Context: an optimization exercise on an open-source flow, tuned for small area. The choices shown serve that exercise and are no tape-out recipe. Only simulation tests tie the RTL to the original design; equivalence was not proved. Power is estimated from default activity; no workload was simulated.

==> inputs of v10 <==
## correlator_top
module correlator_top
(
  input  logic                 clk_in,
  input  logic                 i_rst,
  input  logic                 i_pdm_valid,
  input  logic [3-1:0] i_pdm_bits,
  output logic                 o_acc_valid,
  output logic [(((3 * (3 - 1) / 2) > 1) ? $clog2((3 * (3 - 1) / 2)) : 1)-1:0]              o_acc_bl,
  output logic [((8 > 1) ? $clog2(8) : 1)-1:0]             o_acc_lag,
  output logic signed [48-1:0]                 o_acc_data,
  output logic                 o_acc_last
);
  function automatic logic [19:0] hrom0(input logic [3:0] r);
    case (r)
      4'd0: hrom0 = 20'd3876;
      4'd1: hrom0 = 20'd3060;
      4'd2: hrom0 = 20'd2380;
      4'd3: hrom0 = 20'd1820;
      4'd4: hrom0 = 20'd1365;
      4'd5: hrom0 = 20'd1001;
      4'd6: hrom0 = 20'd715;
      4'd7: hrom0 = 20'd495;
      4'd8: hrom0 = 20'd330;
      4'd9: hrom0 = 20'd210;
      4'd10: hrom0 = 20'd126;
      4'd11: hrom0 = 20'd70;
      4'd12: hrom0 = 20'd35;
      4'd13: hrom0 = 20'd15;
      4'd14: hrom0 = 20'd5;
      4'd15: hrom0 = 20'd4840;
      default: hrom0 = '0;
    endcase
  endfunction
  function automatic logic [19:0] hrom1(input logic [3:0] r);
    case (r)
      4'd0: hrom1 = 20'd32980;
      4'd1: hrom1 = 20'd31076;
      4'd2: hrom1 = 20'd29020;
      4'd3: hrom1 = 20'd26860;
      4'd4: hrom1 = 20'd24640;
      4'd5: hrom1 = 20'd22400;
      4'd6: hrom1 = 20'd20176;
      4'd7: hrom1 = 20'd18000;
      4'd8: hrom1 = 20'd15900;
      4'd9: hrom1 = 20'd13900;
      4'd10: hrom1 = 20'd12020;
      4'd11: hrom1 = 20'd10276;
      4'd12: hrom1 = 20'd8680;
      4'd13: hrom1 = 20'd7240;
      4'd14: hrom1 = 20'd5960;
      4'd15: hrom1 = 20'd34690;
      default: hrom1 = '0;
    endcase
  endfunction
  function automatic logic [19:0] hrom2(input logic [3:0] r);
    case (r)
      4'd0: hrom2 = 20'd26860;
      4'd1: hrom2 = 20'd29020;
      4'd2: hrom2 = 20'd31076;
      4'd3: hrom2 = 20'd32980;
      4'd4: hrom2 = 20'd34690;
      4'd5: hrom2 = 20'd36170;
      4'd6: hrom2 = 20'd37390;
      4'd7: hrom2 = 20'd38326;
      4'd8: hrom2 = 20'd38960;
      4'd9: hrom2 = 20'd39280;
      4'd10: hrom2 = 20'd39280;
      4'd11: hrom2 = 20'd38960;
      4'd12: hrom2 = 20'd38326;
      4'd13: hrom2 = 20'd37390;
      4'd14: hrom2 = 20'd36170;
      4'd15: hrom2 = 20'd24640;
  ...
clock: 20.0 ns
lec_check: 0
cap_margin: 20
core_margin: 2
core_utilization: 55
slew_margin: 20
standard.sh (not shown) runs the stock make flow with config.mk's settings and CLKGATE_MAP_FILE= SYNTH_SCRIPT=/design/flow/synth_recipe.tcl, a recipe that flattens the netlist after the stock synthesis.
==> flow/flow/run.sh <==
#!/bin/bash
# Standard layout, with a clock tree of fewer, fuller leaf clusters and no
# dummy loads. Each tool's output goes to a log file in this folder.
set -euo pipefail
CTS="-sink_clustering_enable -repair_clock_nets -dont_use_dummy_load -sink_clustering_size 24 -sink_clustering_max_diameter 150"
bash standard.sh "CTS_ARGS=$CTS" finish > make_finish.log 2>&1
==> v6: changes against v10 <==
--- a/flow/design.v
+++ b/flow/design.v
@@ -635,45 +635,71 @@
   end
   always_ff @(posedge clk_in) begin
     if (i_pdm_valid) begin
       bits_q <= i_pdm_bits;
       r_proc <= r_cnt;
     end
   end
-  logic signed [17:0] h0 [5];
-  logic signed [17:0] h1 [11];
-  logic signed [17:0] h2 [12];
+  localparam int N0 = 4;
+  localparam int N1 = 10;
+  localparam int N2 = 12;
+  logic signed [17:0] r0 [N0];
+  logic signed [17:0] r1 [N1];
+  logic signed [17:0] r2 [N2];
+  logic signed [17:0] hold0, hold1, hold2;
+  logic        pend0, pend1, pend2;
+  logic [3:0]  q0, q1, q2;
+  logic        wr0, wr1, wr2;
   logic        push0, push1, push2;
   assign push0 = last && (phase == 2'd0);
   assign push1 = last && (phase == 2'd1);
   assign push2 = last && (phase == 2'd2);
   always_ff @(posedge clk_in) begin
-    if (push0) begin
-      h0[0] <= smp;
-      for (int k = 1; k < 5; k++) h0[k] <= h0[k-1];
-    end
-    if (push1) begin
-      h1[0] <= smp;
-      for (int k = 1; k < 11; k++) h1[k] <= h1[k-1];
-    end
-    if (push2) begin
-      h2[0] <= smp;
-      for (int k = 1; k < 12; k++) h2[k] <= h2[k-1];
+    if (push0) hold0 <= smp;
+    if (push1) hold1 <= smp;
+    if (push2) hold2 <= smp;
+  end
+  always_ff @(posedge clk_in) begin
+    for (int k = 0; k < N0 - 1; k++) r0[k] <= r0[k+1];
+    r0[N0-1] <= wr0 ? hold0 : r0[0];
+    for (int k = 0; k < N1 - 1; k++) r1[k] <= r1[k+1];
+    r1[N1-1] <= wr1 ? hold1 : r1[0];
+    for (int k = 0; k < N2 - 1; k++) r2[k] <= r2[k+1];
+    r2[N2-1] <= wr2 ? hold2 : r2[0];
+  end
+  always_ff @(posedge clk_in) begin
+    if (i_rst) begin
+      pend0 <= 1'b0;
+      pend1 <= 1'b0;
+      pend2 <= 1'b0;
+      q0    <= 4'(N0 - 1);
+      q1    <= 4'(N1 - 1);
+      q2    <= 4'(N2 - 1);
+    end else begin
+      pend0 <= push0 || (pend0 && !wr0);
+      pend1 <= push1 || (pend1 && !wr1);
+      pend2 <= push2 || (pend2 && !wr2);
+      q0    <= (wr0 || q0 == 4'd0) ? 4'(N0 - 1) : q0 - 4'd1;
+      q1    <= (wr1 || q1 == 4'd0) ? 4'(N1 - 1) : q1 - 4'd1;
+      q2    <= (wr2 || q2 == 4'd0) ? 4'(N2 - 1) : q2 - 4'd1;
     end
   end
   logic        act, run, vld;
   logic [1:0]  t;
   logic [2:0]  lag;
   logic [1:0]  bl;
   logic [1:0]  pc;           
   logic [1:0]  d0, d1, d2;   
   logic [35:0] acc;
   logic        start;
   assign start = i_pdm_valid && (r_cnt == 4'd15) && (s_cnt == 2'd3);
   assign run   = act || start;
+  assign wr0 = pend0 && (q0 == 4'(N0 - 1)) && !(run && d0 == 2'd2 && bl != 2'd2);
+  assign wr1 = pend1 && (q1 == 4'(N1 - 1)) && !(run && bl == 2'd0);
+  assign wr2 = pend2 && (q2 == 4'(N2 - 1));
   always_ff @(posedge clk_in) begin
     if (i_rst) begin
       act <= 1'b0;
       vld <= 1'b0;
       t   <= 2'd0;
       lag <= 3'd0;
       bl  <= 2'd0;
@@ -707,23 +733,36 @@
       d2 <= d2 + 2'(push2);
     end else begin
       d0 <= 2'd0;
       d1 <= 2'd0;
       d2 <= 2'd0;
     end
   end
-  logic [2:0] pos_a;
-  logic [3:0] pos_b;
+  logic [3:0] si0, si1, si2;
+  logic signed [5:0] pp0, pp1, pp2;
+  logic [1:0] ad0;
+  logic [3:0] ad1, ad2;
+  logic signed [17:0] rd0, rd1, rd2;
   logic signed [17:0] op_a, op_b;
   logic       neg;
   always_comb begin
-    pos_a = 3'd2 - 3'(t) + ((bl == 2'd2) ? 3'(d1) : 3'(d0));
-    pos_b = 4'd2 + 4'(lag) - 4'(t) + ((bl == 2'd0) ? 4'(d1) : 4'(d2));
-    op_a  = (bl == 2'd2) ? h1[pos_a] : h0[pos_a];
-    op_b  = (bl == 2'd0) ? h1[pos_b] : h2[pos_b];
+    si0   = 4'd2 - 4'(t) + 4'(d0);
+    si1   = 4'd2 - 4'(t) + 4'(d1) + ((bl == 2'd0) ? 4'(lag) : 4'd0);
+    si2   = 4'd2 - 4'(t) + 4'(d2) + 4'(lag);
+    pp0   = 6'(q0) - 6'(si0) + 6'(pend0);
+    pp1   = 6'(q1) - 6'(si1) + 6'(pend1);
+    pp2   = 6'(q2) - 6'(si2) + 6'(pend2);
+    ad0   = 2'(pp0);
+    ad1   = (pp1 < 0) ? 4'(pp1 + 6'(N1)) : 4'(pp1);
+    ad2   = (pp2 < 0) ? 4'(pp2 + 6'(N2)) : 4'(pp2);
+    rd0   = (pend0 && si0 == 4'd0) ? hold0 : r0[ad0];
+    rd1   = (pend1 && si1 == 4'd0) ? hold1 : r1[ad1];
+    rd2   = (pend2 && si2 == 4'd0) ? hold2 : r2[ad2];
+    op_a  = (bl == 2'd2) ? rd1 : rd0;
+    op_b  = (bl == 2'd0) ? rd1 : rd2;
     neg   = ((pc == 2'd1) && (3'(t) < lag)) || ((pc == 2'd2) && (3'(t) + 3'd4 < lag));
     if (neg) op_b = '0;
   end
   localparam logic [35:0] K4 = 36'd45813334016;
   logic [35:0] sum;
   corr_mac mac_i (
     .a      (op_a),
==> flow/flow/run.sh (replaced) <==
#!/bin/bash
# Standard layout with two changes to how it is made:
#  - synthesis maps logic with an area-oriented ABC script (flow/abc_area.script,
#    used through ABC_AREA=1) from a copy of the ORFS scripts folder;
#  - the clock tree uses small leaf clusters of clkbuf_4 and no dummy loads;
#  - ports are buffered with buf_1.
# Each tool's output goes to a log file in this folder.
set -euo pipefail
HERE=$(pwd)
rm -rf "$HERE/scripts_mod"
cp -r "$FLOW_HOME/scripts" "$HERE/scripts_mod"
cp "$HERE/flow/abc_area.script" "$HERE/scripts_mod/abc_area.script"
CTS="-sink_clustering_enable -repair_clock_nets -dont_use_dummy_load -sink_clustering_size 8 -sink_clustering_max_diameter 80 -buf_list sky130_fd_sc_hd__clkbuf_4"
bash standard.sh "SCRIPTS_DIR=$HERE/scripts_mod" "CTS_ARGS=$CTS" "BUFFER_PORTS_ARGS=-buffer_cell sky130_fd_sc_hd__buf_1" finish > make_finish.log 2>&1
==> flow/flow/abc_area.script (new file) <==
strash
dch
map -a
strash
dch
map -a
topo
- ABC_AREA: default -> 1
- CAP_MARGIN: 20 -> 10
- GPL_TIMING_DRIVEN: default -> 0
- SLEW_MARGIN: 20 -> 10
==> v33: changes against v10 <==
--- a/flow/design.v
+++ b/flow/design.v
@@ -583,61 +583,53 @@
     logic c;
     c = 1'b0;
     for (int i = 0; i < 20; i++) begin
       rca20[i] = x[i] ^ z[i] ^ c;
       c = (x[i] & z[i]) | (c & (x[i] ^ z[i]));
     end
   endfunction
-  logic [2:0]  fresh;
-  logic        fr;
-  logic [19:0] s0, s1, s2;
-  logic [17:0] s3;
-  logic [11:0] s4;
-  assign fr = fresh[phase];
   always_comb begin
-    s0 = fr ? 20'd516536 : (last ? a1[0] : a0[0]);
-    s1 = fr ? 20'd374552 : (last ? a2[0] : a1[0]);
-    s2 = fr ? 20'd89768  : (last ? 20'(a3[0]) : a2[0]);
-    s3 = fr ? 18'd2184   : (last ? 18'(a4[0]) : a3[0]);
-    s4 = (fr || last) ? 12'd0 : a4[0];
-    n0 = rca20(s0, b ? hrom0(r_sel) : 20'd0);
-    n1 = rca20(s1, b ? hrom1(r_sel) : 20'd0);
-    n2 = rca20(s2, b ? hrom2(r_sel) : 20'd0);
-    n3 = 18'(rca20(20'(s3), b ? 20'(hrom3(r_sel)) : 20'd0));
-    n4 = 12'(rca20(20'(s4), b ? 20'(hrom4(r_sel)) : 20'd0));
+    n0 = rca20(last ? a1[0] : a0[0], b ? hrom0(r_sel) : 20'd0);
+    n1 = rca20(last ? a2[0] : a1[0], b ? hrom1(r_sel) : 20'd0);
+    n2 = rca20(last ? 20'(a3[0]) : a2[0], b ? hrom2(r_sel) : 20'd0);
+    n3 = 18'(rca20(20'(last ? 18'(a4[0]) : a3[0]), b ? 20'(hrom3(r_sel)) : 20'd0));
+    n4 = 12'(rca20(20'(last ? 12'd0 : a4[0]), b ? 20'(hrom4(r_sel)) : 20'd0));
     y  = 21'(a0[0]) + 21'(b);
     smp = {y[20:19] - 2'd1, y[18:3]};
   end
   always_ff @(posedge clk_in) begin
     if (i_rst) begin
       phase  <= 2'd0;
       pend   <= 2'd0;
       r_cnt  <= 4'd0;
       s_cnt  <= 2'd0;
-      fresh  <= 3'b111;
+      for (int m = 0; m < 3; m++) begin
+        a0[m] <= 20'd516536;
+        a1[m] <= 20'd374552;
+        a2[m] <= 20'd89768;
+        a3[m] <= 18'd2184;
+        a4[m] <= 12'd0;
+      end
     end else begin
       phase <= (phase == 2'd2) ? 2'd0 : phase + 2'd1;
-      if (busy) fresh[phase] <= 1'b0;
+      a0[0] <= a0[1]; a0[1] <= a0[2]; a0[2] <= n0;
+      a1[0] <= a1[1]; a1[1] <= a1[2]; a1[2] <= n1;
+      a2[0] <= a2[1]; a2[1] <= a2[2]; a2[2] <= n2;
+      a3[0] <= a3[1]; a3[1] <= a3[2]; a3[2] <= n3;
+      a4[0] <= a4[1]; a4[1] <= a4[2]; a4[2] <= n4;
       if (i_pdm_valid) begin
         pend  <= 2'd2;
         r_cnt <= r_cnt + 4'd1;
         if (r_cnt == 4'd15) s_cnt <= s_cnt + 2'd1;
       end else if (pend != 2'd0) begin
         pend <= pend - 2'd1;
       end
     end
   end
   always_ff @(posedge clk_in) begin
-    a0[0] <= a0[1]; a0[1] <= a0[2]; a0[2] <= n0;
-    a1[0] <= a1[1]; a1[1] <= a1[2]; a1[2] <= n1;
-    a2[0] <= a2[1]; a2[1] <= a2[2]; a2[2] <= n2;
-    a3[0] <= a3[1]; a3[1] <= a3[2]; a3[2] <= n3;
-    a4[0] <= a4[1]; a4[1] <= a4[2]; a4[2] <= n4;
-  end
-  always_ff @(posedge clk_in) begin
     if (i_pdm_valid) begin
       bits_q <= i_pdm_bits;
       r_proc <= r_cnt;
     end
   end
   logic signed [17:0] h0 [5];
   logic signed [17:0] h1 [11];
==> flow/run.sh (new file) <==
#!/bin/bash
# synth_recipe.tcl (not shown) runs the flow's synth.tcl, then flattens the netlist and writes it again
# the make line also repeats each setting of config.mk as NAME=value (left out here)
make -C /OpenROAD-flow-scripts/flow DESIGN_CONFIG=/design/flow/config.mk WORK_HOME=/design/flow/orfs CLKGATE_MAP_FILE= SYNTH_SCRIPT=/design/flow/synth_recipe.tcl finish
- CORE_UTILIZATION: 55 -> 40
removed: flow/flow/run.sh
removed: flow/standard.sh
==> v20: changes against v10 <==
==> flow/flow/run.sh (replaced) <==
#!/bin/bash
# Standard layout with two changes to how it is made:
#  - synthesis maps logic with an area-oriented ABC script (flow/abc_area.script,
#    used through ABC_AREA=1) from a copy of the ORFS scripts folder;
#  - the clock tree uses fuller leaf clusters of clkbuf_8 and no dummy loads.
# Each tool's output goes to a log file in this folder.
set -euo pipefail
HERE=$(pwd)
rm -rf "$HERE/scripts_mod"
cp -r "$FLOW_HOME/scripts" "$HERE/scripts_mod"
cp "$HERE/flow/abc_area.script" "$HERE/scripts_mod/abc_area.script"
CTS="-sink_clustering_enable -repair_clock_nets -dont_use_dummy_load -sink_clustering_size 14 -sink_clustering_max_diameter 120 -buf_list sky130_fd_sc_hd__clkbuf_8"
bash standard.sh "SCRIPTS_DIR=$HERE/scripts_mod" "CTS_ARGS=$CTS" finish > make_finish.log 2>&1
==> flow/flow/abc_area.script (new file) <==
strash
dch
map -a
strash
dch
map -a
topo
- ABC_AREA: default -> 1
==> impl_metrics.prom <==
# TYPE chip_impl_metric gauge
chip_impl_metric{name="cellInternalPower",unit="W"} 0.00243
chip_impl_metric{name="pwr-share-seq",unit="%"} 63.7
chip_impl_metric{name="tritoncts_num_sinks",unit=""} 847
chip_impl_info{name="run_status",value="finished clean"} 1
chip_impl_metric{name="skew",unit="ns"} 0.0535
chip_impl_metric{name="placement.cell_area",unit="sq um"} 45400
chip_impl_metric{name="placeableCoreArea",unit="sq um"} 78600
chip_impl_metric{name="timing.slew.headroom",unit="%"} 25.5
chip_impl_metric{name="die-width",unit="um"} 285
chip_impl_metric{name="synthesis.instances",unit=""} 3746
chip_impl_metric{name="vias_per_cell",unit=""} 6.26
chip_impl_metric{name="initial_drt_markers",unit=""} 3260
chip_impl_metric{name="power.combinational.fraction",unit="%"} 7.8
chip_impl_metric{name="worstMarginPinSlew",unit="ns"} 1.12
(the above is from v10)
==> impl_metrics.prom <==
# TYPE chip_impl_metric gauge
chip_impl_metric{name="placement.cell_area",unit="sq um"} 47300
chip_impl_metric{name="power.combinational.fraction",unit="%"} 3.2
chip_impl_metric{name="placeableCoreArea",unit="sq um"} 112000
chip_impl_metric{name="fill_cells",unit=""} 10500
chip_impl_metric{name="pwr-share-seq",unit="%"} 50.7
chip_impl_metric{name="worstMarginPinSlew",unit="ns"} 1.24
chip_impl_metric{name="cellInternalPower",unit="W"} 0.00287
chip_impl_metric{name="tritoncts_num_sinks",unit=""} 844
chip_impl_metric{name="met1Wirelength",unit="um"} 56200
chip_impl_info{name="run_status",value="finished clean"} 1
chip_impl_metric{name="die-width",unit="um"} 339
chip_impl_metric{name="post-route-drc-count",unit=""} 0
chip_impl_metric{name="timing.slew.headroom",unit="%"} 15.4
chip_impl_metric{name="initial_drt_markers",unit=""} 3984
chip_impl_metric{name="synthesis.instances",unit=""} 3968
(the above is from v33)
==> impl_metrics.prom <==
# TYPE chip_impl_metric gauge
chip_impl_metric{name="clk_path_buf_depth",unit=""} 3
chip_impl_metric{name="synthesis.instances",unit=""} 3428
chip_impl_metric{name="placeableCoreArea",unit="sq um"} 64600
chip_impl_metric{name="placement.cell_area",unit="sq um"} 38000
chip_impl_metric{name="pwr-share-seq",unit="%"} 27.1
chip_impl_metric{name="die-width",unit="um"} 260
chip_impl_metric{name="timing.slew.headroom",unit="%"} 23.7
chip_impl_metric{name="vias_per_cell",unit=""} 5.73
chip_impl_metric{name="power.combinational.fraction",unit="%"} 62.7
chip_impl_metric{name="grt_util_met2",unit="%"} 48.0
chip_impl_metric{name="route.detailed.wl_per_inst",unit="um"} 21.4
chip_impl_metric{name="worstMarginPinSlew",unit="ns"} 1.15
chip_impl_metric{name="die_height",unit="um"} 260
chip_impl_metric{name="skew",unit="ns"} 0.0921
chip_impl_metric{name="final_cells",unit=""} 4561
chip_impl_info{name="run_status",value="finished clean"} 1
chip_impl_metric{name="tritoncts_num_sinks",unit=""} 880
(the above is from v6)
==> impl_metrics.prom <==
# TYPE chip_impl_metric gauge
chip_impl_metric{name="tritoncts_num_sinks",unit=""} 847
chip_impl_metric{name="r2r_cells",unit=""} 62
chip_impl_metric{name="timing.slew.headroom",unit="%"} 19.8
chip_impl_metric{name="post-route-drc-count",unit=""} 0
chip_impl_metric{name="synthesis.instances",unit=""} 3160
chip_impl_info{name="run_status",value="finished clean"} 1
chip_impl_metric{name="skew",unit="ns"} 0.105
chip_impl_metric{name="grt_overflow_total",unit=""} 0
chip_impl_info{name="crit_path_start_kind",value="flip-flop"} 1
chip_impl_metric{name="die-width",unit="um"} 269
chip_impl_info{name="layout_commonest_cell",value="sky130_fd_sc_hd__edfxtp_1"} 1
chip_impl_info{name="most_flop_heavy_register",value="h2"} 1
chip_impl_metric{name="power.combinational.fraction",unit="%"} 10.1
chip_impl_metric{name="post_synth_fa_ha_maj_area_fraction",unit="%"} 15.3
chip_impl_metric{name="clk_buf",unit=""} 70
chip_impl_metric{name="pwr-share-seq",unit="%"} 63.9
chip_impl_metric{name="placeableCoreArea",unit="sq um"} 69800
chip_impl_metric{name="worstMarginPinSlew",unit="ns"} 1.20
chip_impl_info{name="cts-root-buf",value="sky130_fd_sc_hd__clkbuf_8"} 1
chip_impl_metric{name="placement.cell_area",unit="sq um"} 41300
chip_impl_metric{name="cellInternalPower",unit="W"} 0.00244
chip_impl_metric{name="initial_drt_markers",unit=""} 2581
(the above is from v20)

==> afterwards: timing with drivers on the ports <==
The flow's constraints put no driver on any port. The routed layouts listed below were extracted and timed again, unchanged, in two steps.
Step 1: set_driving_cell puts a clkbuf_16 on clk_in and a buf_2 on each other input, an assumption about the parent block.
Step 2, shift: input delay + t, output delay - t, t = (earliest + latest rising clock arrival at the registers) / 2. This alone moves slack from input paths to output paths.
a / b / c = no drivers / after step 1 / after step 2; a / b = the first two.
| run | shift t [ns] | setup WS [ns] | worst setup path at the end | slew at the worst register clock pin (ns) |
|---|---|---|---|---|
| v10 | 0.664 | 0.775 / 0.775 / 0.775 | register to register | 0.11 / 0.11 |
| v6 | 0.930 | 0.508 / 0.508 / 0.508 | register to register | 0.10 / 0.10 |
| v33 | 0.742 | 0.686 / 0.686 / 0.686 | register to register | 0.07 / 0.07 |
| v20 | 0.719 | 0.918 / 0.918 / 0.918 | register to register | 0.11 / 0.11 |
After both steps setup and hold are still met in every run listed.
